Background: an optimization exercise with open tools, aiming at small area, a short achievable clock period and few clock cycles per item. Do not read the settings as production practice.
Function was checked by simulation only, so behaviour that the tests miss may differ from the original.
Power figures rest on the tool's default switching activity, not on a simulated workload.

==> run a <==
Design ex_stage_top, start of the top module:
module ex_stage_top (
    input  logic        clk,
    input  logic        rst_i,
    input  logic        valid_i,
    input  logic [7:0]  req_aluop_i,
    input  logic [2:0]  req_alusel_i,
    input  logic [31:0] req_reg1_i,
    input  logic [31:0] req_reg2_i,
    input  logic [4:0]  req_wd_i,
    input  logic        req_wreg_i,
    output logic        stall_o,
    output logic        wb_valid_o,
    output logic [4:0]  wb_wd_o,
    output logic        wb_wreg_o,
    output logic [31:0] wb_wdata_o
);
    ex_stage i_ex_stage (
        .clk        (clk),
        .rst_i      (rst_i),
        .valid_i    (valid_i),
        .aluop_i    (req_aluop_i),
        .alusel_i   (req_alusel_i),
        .reg1_i     (req_reg1_i),
        .reg2_i     (req_reg2_i),
        .wd_i       (req_wd_i),
        .wreg_i     (req_wreg_i),
        .stall_o    (stall_o),
        .wb_valid_o (wb_valid_o),
        .wb_wd_o    (wb_wd_o),
        .wb_wreg_o  (wb_wreg_o),
        .wb_wdata_o (wb_wdata_o)
    );
endmodule
==> flow/config.mk <==
export PLATFORM = sky130hd
export DESIGN_NAME = ex_stage_top
export DESIGN_NICKNAME = ex_stage_top
export VERILOG_FILES = /design/flow/design.v
export SDC_FILE = /design/flow/constraint.sdc
export NUM_CORES = 4
export LEC_CHECK = 0
export ABC_AREA = 1
export CAP_MARGIN = 20
export CORE_MARGIN = 2
export CORE_UTILIZATION = 60
export SLEW_MARGIN = 20
==> flow/constraint.sdc <==
create_clock -name core_clock -period 18.5 [get_ports {clk}]
set_input_delay 3.7000 -clock core_clock [delete_from_list [all_inputs] [get_ports {clk}]]
set_output_delay 3.7000 -clock core_clock [all_outputs]
set_load 0.01 [all_outputs]
run.sh (not shown) runs the stock make flow with config.mk's settings and CLKGATE_MAP_FILE= SYNTH_SCRIPT=/design/flow/synth_recipe.tcl, a recipe that flattens the netlist after the stock synthesis.
==> run b: changes against run a <==
--- a/flow/design.v
+++ b/flow/design.v
@@ -97,30 +97,45 @@
     assign shr  = 32'($signed({fill, src}) >>> reg1_i[4:0]);
     always_comb begin
         for (int i = 0; i < 32; i++) begin
             shift_o[i] = left_i ? shr[31-i] : shr[i];
         end
     end
 endmodule
 module ex_arith (
+    input  logic        sub_i,
+    input  logic        slt_i,
+    input  logic        uns_i,
+    input  logic        clz_i,
     input  logic        clo_i,
     input  logic [31:0] reg1_i,
-    output logic [31:0] count_o
+    input  logic [31:0] reg2_i,
+    output logic [31:0] arith_o,
+    output logic        overflow_o
 );
+    logic [31:0] sum;
     logic [31:0] cw;
     logic [5:0]  cnt;
+    logic        lt;
+    assign sum = reg1_i + (reg2_i ^ {32{sub_i}}) + {31'b0, sub_i};
+    assign overflow_o = (reg1_i[31] == (reg2_i[31] ^ sub_i)) && (sum[31] != reg1_i[31]);
+    assign lt = (reg1_i[31] != reg2_i[31]) ? (uns_i ? reg2_i[31] : reg1_i[31]) : sum[31];
     assign cw = reg1_i ^ {32{clo_i}};
     always_comb begin
         cnt = 6'd32;
         for (int i = 0; i < 32; i++) begin
             if (cw[i]) cnt = 6'(31 - i);
         end
     end
-    assign count_o = {26'b0, cnt};
+    always_comb begin
+        if (clz_i)      arith_o = {26'b0, cnt};
+        else if (slt_i) arith_o = {31'b0, lt};
+        else            arith_o = sum;
+    end
 endmodule
 module ex_mul_tree (
     input  logic [31:0] a_i,
     input  logic [18:0] win_i,
     input  logic        sgn_i,
     input  logic [63:0] fb_i,
     input  logic [63:0] fb2_i,
     output logic [63:0] row0_o,
@@ -941,87 +956,89 @@
     logic we_hi, we_lo, trap;
     logic [1:0] cnt_q;
     assign sel_nop   = (alusel_i == 3'd0);
     assign sel_logic = (alusel_i == 3'd1);
     assign sel_shift = (alusel_i == 3'd2);
     assign sel_move  = (alusel_i == 3'd3);
     assign sel_arith = (alusel_i == 3'd4);
     assign sel_mul   = (alusel_i == 3'd5);
-    assign is_mulop = sel_mul || (sel_nop && (aluop_i[7] || aluop_i[3]));
+    assign is_mulop = !alusel_i[1] && (alusel_i[2] ? (aluop_i[3] && aluop_i[7]) : (aluop_i[3] || aluop_i[7]));
     assign last     = (cnt_q == 2'(NP - 1));
-    assign stall_o  = !last && !alusel_i[1] &&
-                      (alusel_i[2] ? (aluop_i[3] && aluop_i[7]) : (aluop_i[3] || aluop_i[7]));
-    assign accept   = valid_i && !rst_i && !(stall_o && valid_i);
+    assign stall_o  = valid_i && is_mulop && !last;
+    assign accept   = valid_i && !rst_i && !stall_o;
     always_ff @(posedge clk) begin
-        if (rst_i || !(stall_o && valid_i)) begin
+        if (rst_i || !stall_o) begin
             cnt_q <= 2'd0;
         end else begin
             cnt_q <= cnt_q + 2'd1;
         end
     end
     assign is_acc  = sel_nop && aluop_i[7];
     assign is_sub  = sel_nop && aluop_i[7] && aluop_i[3] && aluop_i[1];
     assign is_mt   = sel_nop && !aluop_i[7] && !aluop_i[3] && aluop_i[4];
     assign we_hi   = sel_nop && (aluop_i[7] || aluop_i[3] || (aluop_i[4] && !aluop_i[1]));
     assign we_lo   = sel_nop && (aluop_i[7] || aluop_i[3] || (aluop_i[4] && aluop_i[1]));
-    assign mul_sgn = aluop_i[0] ^ (aluop_i[1] || aluop_i[4]);
+    assign mul_sgn = sel_mul || (!aluop_i[0] && !(aluop_i[7] && !aluop_i[1]));
     logic [31:0] logic_res, shift_res, arith_res, alu_res;
-    logic        is_addsub, do_sub;
+    logic        overflow;
     logic [63:0] row0, row1, s_d, c_d, fb, fb2, sum, hilo;
     logic [YW-1:0] yext;
     logic [2*NR:0] win;
     logic        acc_p_q, sub_p_q;
     ex_bitwise i_ex_bitwise (
         .lop_i   (aluop_i[1:0]),
         .left_i  (aluop_i[6]),
         .arith_i (aluop_i[0]),
         .reg1_i  (reg1_i),
         .reg2_i  (reg2_i),
         .logic_o (logic_res),
         .shift_o (shift_res)
     );
     ex_arith i_ex_arith (
-        .clo_i   (aluop_i[0]),
-        .reg1_i  (reg1_i),
-        .count_o (arith_res)
+        .sub_i      (aluop_i[1] && !aluop_i[6]),
+        .slt_i      (aluop_i[3]),
+        .uns_i      (aluop_i[0]),
+        .clz_i      (aluop_i[7]),
+        .clo_i      (aluop_i[0]),
+        .reg1_i     (reg1_i),
+        .reg2_i     (reg2_i),
+        .arith_o    (arith_res),
+        .overflow_o (overflow)
     );
     assign yext = {{(YW - 33){mul_sgn & reg2_i[31]}}, reg2_i, 1'b0};
     always_comb begin
         win = '0;
         for (int g = 0; g < NP; g++) begin
             if (2'(NP - 1 - g) == cnt_q) win = yext[2*NR*g +: 2*NR+1];
         end
     end
     assign fb = (cnt_q != 2'd0) ? {sum[63-2*NR:0], {(2*NR){1'b0}}} : 64'b0;
     always_ff @(posedge clk) begin
-        acc_p_q <= is_acc;
-        sub_p_q <= is_sub;
+        acc_p_q <= stall_o && is_acc;
+        sub_p_q <= stall_o && is_sub;
     end
     assign fb2 = (acc_p_q && last) ? (hilo ^ {64{sub_p_q}}) : 64'b0;
     ex_mul_tree i_ex_mul_tree (
         .a_i    (reg1_i),
         .win_i  (win),
         .sgn_i  (mul_sgn),
         .fb_i   (fb),
         .fb2_i  (fb2),
         .row0_o (row0),
         .row1_o (row1)
     );
     assign trap = sel_arith && !aluop_i[7] && !aluop_i[3] && !(aluop_i[6] ^ aluop_i[0]);
-    assign is_addsub = sel_arith && !aluop_i[7];
-    assign do_sub    = aluop_i[1] && !aluop_i[6];
     assign alu_res = ({32{sel_logic}} & logic_res) |
                      ({32{sel_shift}} & shift_res) |
                      ({32{sel_arith}} & arith_res);
-    assign s_d = is_mulop ? row0 : (is_mt ? {reg1_i, reg1_i} : (is_addsub ? {32'b0, reg1_i} : {32'b0, alu_res}));
-    assign c_d = is_mulop ? row1 : (is_addsub ? {32'b0, reg2_i ^ {32{do_sub}}} : 64'b0);
+    assign s_d = is_mulop ? row0 : (is_mt ? {reg1_i, reg1_i} : {32'b0, alu_res});
+    assign c_d = is_mulop ? row1 : 64'b0;
     logic [63:0] s_q, c_q;
     logic        v_q, we_hi_q, we_lo_q, sub_q, mfhi_q, mflo_q, res_q;
-    logic        cin_q, trap_q, slt_q, uns_q, ovf, lt;
     logic [4:0]  wd_q;
     logic        wreg_q;
     always_ff @(posedge clk) begin
         if (rst_i) begin
             v_q     <= 1'b0;
             we_hi_q <= 1'b0;
             we_lo_q <= 1'b0;
         end else begin
@@ -1031,40 +1048,33 @@
         end
     end
     always_ff @(posedge clk) begin
         s_q    <= s_d;
         c_q    <= c_d;
         sub_q  <= is_sub;
         mfhi_q <= sel_move && !aluop_i[1];
         mflo_q <= sel_move && aluop_i[1];
-        res_q  <= !sel_nop && !sel_move && !(is_addsub && aluop_i[3]);
-        cin_q  <= is_addsub && do_sub;
-        trap_q <= trap;
-        slt_q  <= is_addsub && aluop_i[3];
-        uns_q  <= aluop_i[0];
+        res_q  <= !sel_nop && !sel_move;
         wd_q   <= wd_i;
-        wreg_q <= wreg_i;
+        wreg_q <= wreg_i && !(trap && overflow);
     end
-    assign sum = s_q + c_q + {63'b0, cin_q};
-    assign ovf = (s_q[31] == c_q[31]) && (sum[31] != s_q[31]);
-    assign lt  = (s_q[31] == c_q[31]) ? (s_q[31] ^ uns_q) : sum[31];
+    assign sum = s_q + c_q;
     ex_hilo i_ex_hilo (
         .clk     (clk),
         .rst_i   (rst_i),
         .we_hi_i (we_hi_q),
         .we_lo_i (we_lo_q),
         .wdata_i (sum ^ {64{sub_q}}),
         .hilo_o  (hilo)
     );
     assign wb_valid_o = v_q;
     assign wb_wd_o    = wd_q;
-    assign wb_wreg_o  = wreg_q && !(trap_q && ovf);
+    assign wb_wreg_o  = wreg_q;
     assign wb_wdata_o = ({32{res_q}} & sum[31:0]) |
-                        {31'b0, slt_q && lt} |
                         ({32{mfhi_q}} & hilo[63:32]) |
                         ({32{mflo_q}} & hilo[31:0]);
 endmodule
 module ex_stage_top (
     input  logic        clk,
     input  logic        rst_i,
     input  logic        valid_i,
     input  logic [7:0]  req_aluop_i,
==> comparison <==
In count of clock-buffer cells in the layout, run a and run b do not differ.
Of run b and run a, run b has the higher non-clock buffer count (gap 26).
In run a the flip-flop and latch count is higher than in run b, by 3.
Of run b and run a, run b has the higher area after synthesis (gap about 4%, measured against run a).
Against run b, the via count of run a is smaller by about 6.5%.
Critical path depth: run b is lower than run a (13).
Of run b and run a, run a has the higher first-iteration DRC count (gap about 12%, measured against run a).
==> figures <==
Run status: run a timing/DRC/antenna clean; run b timing/DRC/antenna clean
Power in combinational cells: run a 2860 uW; run b 2920 uW
Num CTS Buffers: run a 26; run b 27
Starting Density: run a 0.6087; run b 0.6065
Via-per-instance ratio: run a 6.388; run b 6.443
Register bit count reported by yosys: run a 212; run b 209
Switching power: run a 2018 uW; run b 2078 uW
Synthesized instance count: run a 4295; run b 4538
Largest driver fanout on the critical path: run a 32; run b 73
Worst Setup Path Type: run a input pin to flip-flop; run b input pin to output port
DP Area: run a 32890 sq um; run b 34360 sq um
Placement row count: run a 83; run b 85
Via count of the first global-routing pass: run a 29.19k; run b 31.93k
Lkg Pwr: run a 0.01574 uW; run b 0.01676 uW
Seq power: run a 562 uW; run b 554 uW
Sequential Power Share: run a 0.142; run b 0.136
Testbench counts of run a, summed over its fixed seeds: cycles 19,190, items 16,000.
Testbench counts of run b, summed over its fixed seeds: cycles 19,190, items 16,000.

---

==> run R <==
Another version of the RTL of ex_stage_top (not shown whole).
// ex_stage_top
module ex_stage_top (
    input  logic        clk,
    input  logic        rst_i,
    input  logic        valid_i,
    input  logic [7:0]  req_aluop_i,
    input  logic [2:0]  req_alusel_i,
    input  logic [31:0] req_reg1_i,
    input  logic [31:0] req_reg2_i,
    input  logic [4:0]  req_wd_i,
    input  logic        req_wreg_i,
    output logic        stall_o,
    output logic        wb_valid_o,
    output logic [4:0]  wb_wd_o,
    output logic        wb_wreg_o,
    output logic [31:0] wb_wdata_o
);
Settings: LEC_CHECK=0, ABC_AREA=1, CAP_MARGIN=20, CORE_MARGIN=2, CORE_UTILIZATION=60, SLEW_MARGIN=20; clock period 18.5 ns.
==> run M: changes against run R <==
--- a/flow/design.v
+++ b/flow/design.v
@@ -67,19 +67,30 @@
         logic [63:0]            dword;
         hilo_half_t half;
     } hilo_u;
 endpackage
 module ex_bitwise (
+    input  logic [1:0]  lop_i,
     input  logic        left_i,
     input  logic        arith_i,
     input  logic [31:0] reg1_i,
     input  logic [31:0] reg2_i,
+    output logic [31:0] logic_o,
     output logic [31:0] shift_o
 );
     logic [31:0] src;
     logic [31:0] shr;
     logic        fill;
+    logic l_and, l_or, l_xor, l_nor;
+    assign l_and = !lop_i[1] && !lop_i[0];
+    assign l_or  = !lop_i[1] &&  lop_i[0];
+    assign l_xor =  lop_i[1] && !lop_i[0];
+    assign l_nor =  lop_i[1] &&  lop_i[0];
+    assign logic_o = ({32{l_and}} & (reg1_i & reg2_i)) |
+                     ({32{l_or}}  & (reg1_i | reg2_i)) |
+                     ({32{l_xor}} & (reg1_i ^ reg2_i)) |
+                     ({32{l_nor}} & ~(reg1_i | reg2_i));
     always_comb begin
         for (int i = 0; i < 32; i++) begin
             src[i] = left_i ? reg2_i[31-i] : reg2_i[i];
         end
     end
@@ -883,14 +894,11 @@
 endmodule
 module ex_add64 (
     input  logic [63:0] a_i,
     input  logic [63:0] b_i,
     input  logic        ci_i,
-    output logic [63:0] sum_o,
-    output logic [63:0] and_o,
-    output logic [63:0] xor_o,
-    output logic [63:0] carry_o
+    output logic [63:0] sum_o
 );
     logic [63:0] g0, p0, g, p, gn, pn;
     assign g0 = a_i & b_i;
     assign p0 = a_i ^ b_i;
     always_comb begin
@@ -909,13 +917,10 @@
             g = gn;
             p = pn;
         end
     end
     assign sum_o = p0 ^ {g[62:0], ci_i};
-    assign and_o = g0;
-    assign xor_o = p0;
-    assign carry_o = g;
 endmodule
 module ex_stage (
     input  logic        clk,
     input  logic        rst_i,
     input  logic        valid_i,
@@ -942,11 +947,11 @@
     assign sel_logic = (alusel_i == 3'd1);
     assign sel_shift = (alusel_i == 3'd2);
     assign sel_move  = (alusel_i == 3'd3);
     assign sel_arith = (alusel_i == 3'd4);
     assign sel_mul   = (alusel_i == 3'd5);
-    assign is_mulop = sel_mul || (sel_nop && (aluop_i[5] || aluop_i[3]));
+    assign is_mulop = sel_mul || (sel_nop && (aluop_i[7] || aluop_i[3]));
     assign last     = (cnt_q == 2'(NP - 1));
     assign stall_o  = !last && !alusel_i[1] &&
                       (alusel_i[2] ? (aluop_i[3] && aluop_i[7]) : (aluop_i[3] || aluop_i[7]));
     assign stall    = valid_i && is_mulop && !last;
     assign accept   = valid_i && !rst_i && !stall;
@@ -955,29 +960,36 @@
             cnt_q <= 2'd0;
         end else begin
             cnt_q <= cnt_q + 2'd1;
         end
     end
-    assign is_acc  = sel_nop && aluop_i[5];
-    assign is_sub  = sel_nop && aluop_i[5] && aluop_i[3] && aluop_i[1];
-    assign is_mt   = sel_nop && !aluop_i[5] && !aluop_i[3] && aluop_i[4];
-    assign we_hi   = sel_nop && (aluop_i[5] || aluop_i[3] || (aluop_i[4] && !aluop_i[1]));
-    assign we_lo   = sel_nop && (aluop_i[5] || aluop_i[3] || (aluop_i[4] && aluop_i[1]));
+    assign is_acc  = sel_nop && aluop_i[7];
+    assign is_sub  = sel_nop && aluop_i[7] && aluop_i[3] && aluop_i[1];
+    assign is_mt   = sel_nop && !aluop_i[7] && !aluop_i[3] && aluop_i[4];
+    assign we_hi   = sel_nop && (aluop_i[7] || aluop_i[3] || (aluop_i[4] && !aluop_i[1]));
+    assign we_lo   = sel_nop && (aluop_i[7] || aluop_i[3] || (aluop_i[4] && aluop_i[1]));
     assign mul_sgn = aluop_i[0] ^ (aluop_i[1] || aluop_i[4]);
-    logic [31:0] shift_res, arith_res;
-    logic        is_addsub, do_sub, is_pass, is_clz;
+    logic [31:0] logic_res, shift_res, arith_res, alu_res;
+    logic        is_addsub, do_sub;
     logic [63:0] row0, row1, s_d, c_d, fb, fb2, sum, hilo;
     logic [NR*NP-1:0] d_one, d_two, d_neg;
     logic [NR-1:0]    r_one, r_two, r_neg;
     logic        acc_p_q, sub_p_q;
     ex_bitwise i_ex_bitwise (
+        .lop_i   (aluop_i[1:0]),
         .left_i  (aluop_i[6]),
         .arith_i (aluop_i[0]),
         .reg1_i  (reg1_i),
         .reg2_i  (reg2_i),
+        .logic_o (logic_res),
         .shift_o (shift_res)
     );
+    ex_arith i_ex_arith (
+        .clo_i   (aluop_i[7] && aluop_i[0]),
+        .reg1_i  (reg1_i),
+        .count_o (arith_res)
+    );
     always_comb begin
         logic [32:0] y;
         y = {reg2_i, 1'b0};
         for (int i = 0; i < 16; i++) begin
             d_one[i] = y[2*i+1] ^ y[2*i];
@@ -1020,21 +1032,20 @@
         .fb_i   (fb),
         .fb2_i  (fb2),
         .row0_o (row0),
         .row1_o (row1)
     );
-    assign trap = sel_arith && !is_clz && !aluop_i[3] && !(aluop_i[6] ^ aluop_i[0]);
-    assign is_clz    = aluop_i[5] && aluop_i[4];
-    assign is_addsub = sel_arith && !is_clz;
+    assign trap = sel_arith && !aluop_i[7] && !aluop_i[3] && !(aluop_i[6] ^ aluop_i[0]);
+    assign is_addsub = sel_arith && !aluop_i[7];
     assign do_sub    = aluop_i[1] && !aluop_i[6];
-    assign is_pass = sel_arith || sel_logic;
-    assign s_d = is_mulop ? row0 : (is_mt ? {reg1_i, reg1_i} : (is_pass ? {32'b0, reg1_i} : {32'b0, shift_res}));
-    assign c_d = is_mulop ? row1 : (is_pass ? {32'b0, reg2_i ^ {32{is_addsub && do_sub}}} : 64'b0);
+    assign alu_res = ({32{sel_logic}} & logic_res) |
+                     ({32{sel_shift}} & shift_res) |
+                     ({32{sel_arith}} & arith_res);
+    assign s_d = is_mulop ? row0 : (is_mt ? {reg1_i, reg1_i} : (is_addsub ? {32'b0, reg1_i} : {32'b0, alu_res}));
+    assign c_d = is_mulop ? row1 : (is_addsub ? {32'b0, reg2_i ^ {32{do_sub}}} : 64'b0);
     logic [63:0] s_q, c_q;
     logic        v_q, we_hi_q, we_lo_q, sub_q, mfhi_q, mflo_q, res_q;
-    logic        and_q, or_q, xor_q, nor_q, clz_q, clo_q;
-    logic [63:0] andv, xorv, carry;
     logic        cin_q, trap_q, slt_q, uns_q, ovf, lt;
     logic [4:0]  wd_q;
     logic        wreg_q;
     always_ff @(posedge clk) begin
         if (rst_i) begin
@@ -1051,17 +1062,11 @@
         s_q    <= s_d;
         c_q    <= c_d;
         sub_q  <= is_sub;
         mfhi_q <= sel_move && !aluop_i[1];
         mflo_q <= sel_move && aluop_i[1];
-        res_q  <= sel_shift || sel_mul || (is_addsub && !aluop_i[3]);
-        clz_q  <= sel_arith && is_clz;
-        clo_q  <= aluop_i[0];
-        and_q  <= sel_logic && !aluop_i[1] && !aluop_i[0];
-        or_q   <= sel_logic && !aluop_i[1] &&  aluop_i[0];
-        xor_q  <= sel_logic &&  aluop_i[1] && !aluop_i[0];
-        nor_q  <= sel_logic &&  aluop_i[1] &&  aluop_i[0];
+        res_q  <= !sel_nop && !sel_move && !(is_addsub && aluop_i[3]);
         cin_q  <= is_addsub && do_sub;
         trap_q <= trap;
         slt_q  <= is_addsub && aluop_i[3];
         uns_q  <= aluop_i[0];
         wd_q   <= wd_i;
@@ -1069,22 +1074,14 @@
     end
     ex_add64 i_ex_add64 (
         .a_i   (s_q),
         .b_i   (c_q),
         .ci_i  (cin_q),
-        .sum_o (sum),
-        .and_o (andv),
-        .xor_o (xorv),
-        .carry_o (carry)
-    );
-    ex_arith i_ex_arith (
-        .clo_i   (clo_q),
-        .reg1_i  (s_q[31:0]),
-        .count_o (arith_res)
+        .sum_o (sum)
     );
-    assign ovf = (s_q[31] == c_q[31]) && (carry[30] != s_q[31]);
-    assign lt  = (s_q[31] == c_q[31]) ? (s_q[31] ^ uns_q) : !carry[30];
+    assign ovf = (s_q[31] == c_q[31]) && (sum[31] != s_q[31]);
+    assign lt  = (s_q[31] == c_q[31]) ? (s_q[31] ^ uns_q) : sum[31];
     ex_hilo i_ex_hilo (
         .clk     (clk),
         .rst_i   (rst_i),
         .we_hi_i (we_hi_q),
         .we_lo_i (we_lo_q),
@@ -1093,15 +1090,10 @@
     );
     assign wb_valid_o = v_q;
     assign wb_wd_o    = wd_q;
     assign wb_wreg_o  = wreg_q && !(trap_q && ovf);
     assign wb_wdata_o = ({32{res_q}} & sum[31:0]) |
-                        ({32{clz_q}} & arith_res) |
-                        ({32{and_q}} & andv[31:0]) |
-                        ({32{xor_q}} & xorv[31:0]) |
-                        ({32{or_q}}  & (andv[31:0] | xorv[31:0])) |
-                        ({32{nor_q}} & ~(andv[31:0] | xorv[31:0])) |
                         {31'b0, slt_q && lt} |
                         ({32{mfhi_q}} & hilo[63:32]) |
                         ({32{mflo_q}} & hilo[31:0]);
 endmodule
 module ex_stage_top (
==> run E: changes against run R <==
--- a/flow/design.v
+++ b/flow/design.v
@@ -942,11 +942,11 @@
     assign sel_logic = (alusel_i == 3'd1);
     assign sel_shift = (alusel_i == 3'd2);
     assign sel_move  = (alusel_i == 3'd3);
     assign sel_arith = (alusel_i == 3'd4);
     assign sel_mul   = (alusel_i == 3'd5);
-    assign is_mulop = sel_mul || (sel_nop && (aluop_i[5] || aluop_i[3]));
+    assign is_mulop = sel_mul || (sel_nop && (aluop_i[7] || aluop_i[3]));
     assign last     = (cnt_q == 2'(NP - 1));
     assign stall_o  = !last && !alusel_i[1] &&
                       (alusel_i[2] ? (aluop_i[3] && aluop_i[7]) : (aluop_i[3] || aluop_i[7]));
     assign stall    = valid_i && is_mulop && !last;
     assign accept   = valid_i && !rst_i && !stall;
@@ -955,18 +955,18 @@
             cnt_q <= 2'd0;
         end else begin
             cnt_q <= cnt_q + 2'd1;
         end
     end
-    assign is_acc  = sel_nop && aluop_i[5];
-    assign is_sub  = sel_nop && aluop_i[5] && aluop_i[3] && aluop_i[1];
-    assign is_mt   = sel_nop && !aluop_i[5] && !aluop_i[3] && aluop_i[4];
-    assign we_hi   = sel_nop && (aluop_i[5] || aluop_i[3] || (aluop_i[4] && !aluop_i[1]));
-    assign we_lo   = sel_nop && (aluop_i[5] || aluop_i[3] || (aluop_i[4] && aluop_i[1]));
+    assign is_acc  = sel_nop && aluop_i[7];
+    assign is_sub  = sel_nop && aluop_i[7] && aluop_i[3] && aluop_i[1];
+    assign is_mt   = sel_nop && !aluop_i[7] && !aluop_i[3] && aluop_i[4];
+    assign we_hi   = sel_nop && (aluop_i[7] || aluop_i[3] || (aluop_i[4] && !aluop_i[1]));
+    assign we_lo   = sel_nop && (aluop_i[7] || aluop_i[3] || (aluop_i[4] && aluop_i[1]));
     assign mul_sgn = aluop_i[0] ^ (aluop_i[1] || aluop_i[4]);
-    logic [31:0] shift_res, arith_res;
-    logic        is_addsub, do_sub, is_pass, is_clz;
+    logic [31:0] shift_res, arith_res, alu_res;
+    logic        is_addsub, do_sub, is_pass;
     logic [63:0] row0, row1, s_d, c_d, fb, fb2, sum, hilo;
     logic [NR*NP-1:0] d_one, d_two, d_neg;
     logic [NR-1:0]    r_one, r_two, r_neg;
     logic        acc_p_q, sub_p_q;
     ex_bitwise i_ex_bitwise (
@@ -974,10 +974,15 @@
         .arith_i (aluop_i[0]),
         .reg1_i  (reg1_i),
         .reg2_i  (reg2_i),
         .shift_o (shift_res)
     );
+    ex_arith i_ex_arith (
+        .clo_i   (aluop_i[7] && aluop_i[0]),
+        .reg1_i  (reg1_i),
+        .count_o (arith_res)
+    );
     always_comb begin
         logic [32:0] y;
         y = {reg2_i, 1'b0};
         for (int i = 0; i < 16; i++) begin
             d_one[i] = y[2*i+1] ^ y[2*i];
@@ -1020,20 +1025,21 @@
         .fb_i   (fb),
         .fb2_i  (fb2),
         .row0_o (row0),
         .row1_o (row1)
     );
-    assign trap = sel_arith && !is_clz && !aluop_i[3] && !(aluop_i[6] ^ aluop_i[0]);
-    assign is_clz    = aluop_i[5] && aluop_i[4];
-    assign is_addsub = sel_arith && !is_clz;
+    assign trap = sel_arith && !aluop_i[7] && !aluop_i[3] && !(aluop_i[6] ^ aluop_i[0]);
+    assign is_addsub = sel_arith && !aluop_i[7];
     assign do_sub    = aluop_i[1] && !aluop_i[6];
-    assign is_pass = sel_arith || sel_logic;
-    assign s_d = is_mulop ? row0 : (is_mt ? {reg1_i, reg1_i} : (is_pass ? {32'b0, reg1_i} : {32'b0, shift_res}));
+    assign is_pass = is_addsub || sel_logic;
+    assign alu_res = ({32{sel_shift}} & shift_res) |
+                     ({32{sel_arith}} & arith_res);
+    assign s_d = is_mulop ? row0 : (is_mt ? {reg1_i, reg1_i} : (is_pass ? {32'b0, reg1_i} : {32'b0, alu_res}));
     assign c_d = is_mulop ? row1 : (is_pass ? {32'b0, reg2_i ^ {32{is_addsub && do_sub}}} : 64'b0);
     logic [63:0] s_q, c_q;
     logic        v_q, we_hi_q, we_lo_q, sub_q, mfhi_q, mflo_q, res_q;
-    logic        and_q, or_q, xor_q, nor_q, clz_q, clo_q;
+    logic        and_q, or_q, xor_q, nor_q;
     logic [63:0] andv, xorv, carry;
     logic        cin_q, trap_q, slt_q, uns_q, ovf, lt;
     logic [4:0]  wd_q;
     logic        wreg_q;
     always_ff @(posedge clk) begin
@@ -1051,13 +1057,11 @@
         s_q    <= s_d;
         c_q    <= c_d;
         sub_q  <= is_sub;
         mfhi_q <= sel_move && !aluop_i[1];
         mflo_q <= sel_move && aluop_i[1];
-        res_q  <= sel_shift || sel_mul || (is_addsub && !aluop_i[3]);
-        clz_q  <= sel_arith && is_clz;
-        clo_q  <= aluop_i[0];
+        res_q  <= !sel_nop && !sel_move && !sel_logic && !(is_addsub && aluop_i[3]);
         and_q  <= sel_logic && !aluop_i[1] && !aluop_i[0];
         or_q   <= sel_logic && !aluop_i[1] &&  aluop_i[0];
         xor_q  <= sel_logic &&  aluop_i[1] && !aluop_i[0];
         nor_q  <= sel_logic &&  aluop_i[1] &&  aluop_i[0];
         cin_q  <= is_addsub && do_sub;
@@ -1074,15 +1078,10 @@
         .sum_o (sum),
         .and_o (andv),
         .xor_o (xorv),
         .carry_o (carry)
     );
-    ex_arith i_ex_arith (
-        .clo_i   (clo_q),
-        .reg1_i  (s_q[31:0]),
-        .count_o (arith_res)
-    );
     assign ovf = (s_q[31] == c_q[31]) && (carry[30] != s_q[31]);
     assign lt  = (s_q[31] == c_q[31]) ? (s_q[31] ^ uns_q) : !carry[30];
     ex_hilo i_ex_hilo (
         .clk     (clk),
         .rst_i   (rst_i),
@@ -1093,11 +1092,10 @@
     );
     assign wb_valid_o = v_q;
     assign wb_wd_o    = wd_q;
     assign wb_wreg_o  = wreg_q && !(trap_q && ovf);
     assign wb_wdata_o = ({32{res_q}} & sum[31:0]) |
-                        ({32{clz_q}} & arith_res) |
                         ({32{and_q}} & andv[31:0]) |
                         ({32{xor_q}} & xorv[31:0]) |
                         ({32{or_q}}  & (andv[31:0] | xorv[31:0])) |
                         ({32{nor_q}} & ~(andv[31:0] | xorv[31:0])) |
                         {31'b0, slt_q && lt} |
==> qor.yml <==
status: "timing/DRC/antenna clean"
gr-usage-met3: 0.204
start_util: 0.610
crit_required_ps: 14800
syn_nets: 4609
ys_ff_latch: 216
synth.avg_cell_area_um2: 7.36
fin_total_pwr_mw: 3.88
synthSimpleGateAreaFrac: 0.132
p_comb_mw: 2.83
layout_min_cycle_time_ps: 9500
synth_fa_ha_area_frac: 0.265
ys_top_cells_by_area: "fa_1 20%, dfxtp_1 14%, xor2_1 9.1%"
grt_max_degree: 99
critical_path_class: "primary input to output port"
yosysUniqueCellTypes: 58
fin_nets: 4538
crit_chain: "clkdlybuf4s50_1 > nor2_1 > nor4_1 > clkdlybuf4s50_1"
io_buffers: 121
# the run above: run E

==> qor.yml <==
crit_chain: "clkdlybuf4s50_1 > clkinv_1 > buf_4 > xor2_1 > inv_1 > nor2_1 > clkinv_1 > o22ai_1 > xor2_1 > fa_1 > inv_1 > fa_1 > inv_1 > fa_1 > inv_1 > fa_1 > fa_1 > nand2_1 > o21ai_0"
grt_max_degree: 83
fin_total_pwr_mw: 3.60
gr-usage-met3: 0.200
synthSimpleGateAreaFrac: 0.140
start_util: 0.608
synth_fa_ha_area_frac: 0.273
fin_nets: 4587
status: "timing/DRC/antenna clean"
layout_min_cycle_time_ps: 9420
syn_nets: 4675
ys_top_cells_by_area: "fa_1 20%, dfxtp_1 14%, xor2_1 9.7%"
# the run above: run M

==> qor.yml <==
status: "timing/DRC/antenna clean"
ys_top_cells_by_area: "fa_1 20%, dfxtp_1 15%, xor2_1 9.3%"
grt_max_degree: 63
synth.avg_cell_area_um2: 7.39
ys_ff_latch: 217
crit_chain: "clkdlybuf4s50_1 > inv_1 > o21ai_1 > clkinv_1 > buf_4 > xor2_1 > fa_1 > fa_1 > fa_1 > inv_1 > fa_1 > fa_1 > nand2_1 > o21ai_0"
synth_fa_ha_area_frac: 0.266
layout_min_cycle_time_ps: 9050
start_util: 0.609
syn_nets: 4572
fin_total_pwr_mw: 3.88
yosysUniqueCellTypes: 51
synthSimpleGateAreaFrac: 0.123
p_comb_mw: 2.75
gr-usage-met3: 0.203
# the run above: run R

Testbench counts of run R, summed over its fixed seeds: cycles 19,190, items 16,000.
Testbench counts of run M, summed over its fixed seeds: cycles 19,190, items 16,000.
Testbench counts of run E, summed over its fixed seeds: cycles 19,190, items 16,000.

[port drivers added, routing unchanged]
No port has a modelled driver above. Below, the same layouts with a new extraction and two added sets of constraints.
Step 1 assumes that a clkbuf_16 drives the clock port and a buf_2 every other input.
Step 2 also shifts input and output timing later by t, the mid clock arrival at the registers, as if the neighbouring blocks saw the same clock.
Three values: no drivers, after step 1, after step 2; two values: the first two.
| run | t, ns | setup slack, ns | pins driven straight from the clock port |
|---|---|---|---|
| run a | 0.609 | 7.983 / 8.016 / 7.407 | 1 |
| run b | 0.657 | 8.418 / 8.390 / 8.288 | 1 |
| run R | 0.601 | 9.451 / 9.471 / 8.870 | 1 |
| run M | 0.645 | 9.076 / 9.100 / 8.456 | 1 |
| run E | 0.587 | 8.996 / 8.974 / 8.825 | 1 |
After both steps every run listed still meets setup and hold. The setup slack of run M, which loses most, moves by +0.024 ns with the drivers and by -0.620 ns with both steps.
